Context: an optimization exercise on an open-source flow, tuned for small area. The choices shown serve that exercise and are no tape-out recipe.
Only simulation tests tie the RTL to the original design; equivalence was not proved.

== north ==
==> flow/design.v (excerpt) <==
module banco_registradores_v2 (
    input  logic        clock,
    input  logic        reset_n,
    input  logic        write_en,
    input  logic [4:0]  write_reg,
    input  logic [31:0] data,
    input  logic [4:0]  read1,
    input  logic [4:0]  read2,
    input  logic        ctrl_d2,
    input  logic        ctrl_jal,
    input  logic        read_en,
    output logic [31:0] D1,
    output logic [31:0] D2,
    output logic [31:0] SWR,
    output logic        ready
);
    function automatic [31:0] init_value(input integer idx);
        if (idx == 28)      init_value = 32'd48;
        else if (idx == 29) init_value = 32'd49;
        else if (idx == 31) init_value = 32'd1;
        else                init_value = 32'd0;
    endfunction
    logic        init;
    assign init = ~ready;
    logic [7:0] whi;
    logic [3:0] wlo;
    assign whi = 8'b1 << write_reg[4:2];
    assign wlo = 4'b1 << write_reg[1:0];
    logic [31:0] nxt [32];
    genvar gi, gb, gk;
    generate
        for (gi = 0; gi < 32; gi++) begin : g_row
            logic [31:0] q;
            logic        ld, hd;
            assign ld = ready & write_en & (write_reg == 5'(gi));
            assign hd = ready & ~(write_en & whi[gi / 4] & wlo[gi % 4]);
            assign nxt[gi] = (data & {32{ld}}) | (q & {32{hd}}) | (init_value(gi) & {32{init}});
            always_ff @(posedge clock) begin
                q <= nxt[gi];
            end
        end
    endgenerate
    logic        load;
    logic [4:0]  a1, a2;
    logic [32:0] s1, s2, ss;
    assign load = ready & read_en;
    assign a1   = ctrl_jal ? 5'd30 : read1;
    assign a2   = ctrl_d2 ? read2 : write_reg;
    generate
        for (gi = 0; gi < 32; gi++) begin : g_sel
            assign s1[gi] = load & (a1 == 5'(gi));
            assign s2[gi] = load & (a2 == 5'(gi));
            assign ss[gi] = load & (write_reg == 5'(gi));
        end
    endgenerate
    assign s1[32] = ~load;
    assign s2[32] = ~load;
    assign ss[32] = ~load;
    logic [31:0] n1, n2, ns;
    generate
        for (gb = 0; gb < 32; gb++) begin : g_bit
            logic [31:0] col;
            logic [10:0] t1, t2, ts;
            for (gi = 0; gi < 32; gi++) begin : g_term
  ...
clock: 5.0 ns
lec_check: 0
cap_margin: 20
core_area: 5 5 549 229
die_area: 0 0 554 234
gpl_timing_driven: 0
place_density: 0.72
setup_slack_margin: 0.4
slew_margin: 20
standard.sh (not shown) runs the stock make flow with config.mk's settings and CLKGATE_MAP_FILE= SYNTH_SCRIPT=/design/flow/synth_recipe.tcl, a recipe that flattens the netlist after the stock synthesis.
==> flow/flow/run.sh <==
#!/bin/bash
# Own layout flow: the standard layout, except that synthesis maps the logic with an
# area-oriented ABC script (&nf), ports get small buffers, every high-fanout net gets one buffer
# before repair_design, the register array is placed as a regular grid before global
# placement (flow/struct.tcl), and CTS uses mid-size clock buffers without dummy loads. Each tool's output goes to a log file in the work folder.
set -euo pipefail
W=$(pwd)
S=$FLOW_HOME/scripts

# Synthesis: ORFS's synth.tcl with only its ABC script replaced, wrapped as synth_recipe.tcl.
sed 's#^  log_cmd abc {\*}$abc_args#  log_cmd abc -script '"$W"'/flow/abc_nf.script {*}[lrange $abc_args 2 end]#' \
  "$S/synth.tcl" > "$W/synth_core.tcl"
grep -q abc_nf.script "$W/synth_core.tcl"
sed 's#source $::env(SCRIPTS_DIR)/synth.tcl#source '"$W"'/synth_core.tcl#' synth_recipe.tcl > "$W/own_synth.tcl"
grep -q synth_core.tcl "$W/own_synth.tcl"

ARGS=(
  "SYNTH_SCRIPT=$W/own_synth.tcl"
  "BUFFER_PORTS_ARGS=-buffer_cell sky130_fd_sc_hd__buf_1"
  "CTS_ARGS=-sink_clustering_enable -repair_clock_nets -dont_use_dummy_load -buf_list {sky130_fd_sc_hd__clkbuf_8} -sink_clustering_size 16 -sink_clustering_max_diameter 50"
  "PRE_RESIZE_TCL=$W/flow/fanout.tcl"
  "PRE_GLOBAL_PLACE_SKIP_IO_TCL=$W/flow/struct_pre.tcl"
  "PRE_GLOBAL_PLACE_TCL=$W/flow/struct_pre.tcl"
  "POST_GLOBAL_PLACE_TCL=$W/flow/struct_post.tcl"
  "FLOW_PITCH_SITES=35"
  "FLOW_ROWS_PER_REG=2"
)
bash standard.sh "${ARGS[@]}" synth > "$W/synth.log" 2>&1
bash standard.sh "${ARGS[@]}" finish > "$W/layout.log" 2>&1
test -f out/final.def
==> flow/flow/struct_pre.tcl <==
source [file join [file dirname [info script]] struct.tcl]
my_struct_place FIRM $::env(FLOW_PITCH_SITES) $::env(FLOW_ROWS_PER_REG)
Other scripts of this flow, unchanged in this note and not shown: flow/flow/abc_nf.script, flow/flow/fanout.tcl, flow/flow/struct.tcl, flow/flow/struct_post.tcl
north | stages: all done | timing, DRC, antenna: all pass
The inputs of south differ from those of north as listed below.
# north
export LEC_CHECK = 0
export CAP_MARGIN = 20
export CORE_AREA = 5 5 549 229
export DIE_AREA = 0 0 554 234
export GPL_TIMING_DRIVEN = 0
export PLACE_DENSITY = 0.72
export SETUP_SLACK_MARGIN = 0.4
export SLEW_MARGIN = 20
create_clock -name core_clock -period 5.0 [get_ports {clock}]
# south
export LEC_CHECK = 0
export CAP_MARGIN = 20
export CORE_AREA = 5 5 579 229
export DIE_AREA = 0 0 584 234
export GPL_TIMING_DRIVEN = 0
export PLACE_DENSITY = 0.7
export SETUP_SLACK_MARGIN = 0.4
export SLEW_MARGIN = 20
create_clock -name core_clock -period 5.0 [get_ports {clock}]
-- flow/flow/run.sh --
<<< north, line 25
  "FLOW_PITCH_SITES=35"
>>> south, line 25
  "FLOW_PITCH_SITES=37"
- north went all the way through the flow, and no timing, DRC or antenna check failed.
- south: all stages complete, timing, DRC and antenna checks passed
- The run showing the greater routed metal-1 wirelength is south.
- Wire: south routes more than north
- Comparing south and north, the lower met3 capacity usage during global routing is on north.

[re-timing with driven ports]
In the flow no input, the clock included, has a driving cell. The finished layouts below were timed again as built, in two steps.
Step 1, drivers: a clkbuf_16 drives clock and a buf_2 each remaining input, both assumed.
Step 2, shift: input delay + t, output delay - t, t = (earliest + latest rising clock arrival at the registers) / 2. This alone moves slack from input paths to output paths.
Slacks: ideal / step 1 / step 2; pairs: ideal / step 1.
run | shift t [ns] | setup slack, ns | worst setup path at the end | clock arrival spread, ns | pins driven straight from the clock port
north | 0.799 | 0.988 / 0.988 / 0.320 | input to register | 0.084 / 0.084 | 1
south | 0.873 | 0.882 / 0.882 / 0.210 | input to register | 0.063 / 0.063 | 1
After both steps every run listed still meets setup and hold. For south, which loses most, drivers alone change the setup slack by 0.000 ns; drivers and shift together by -0.672 ns.
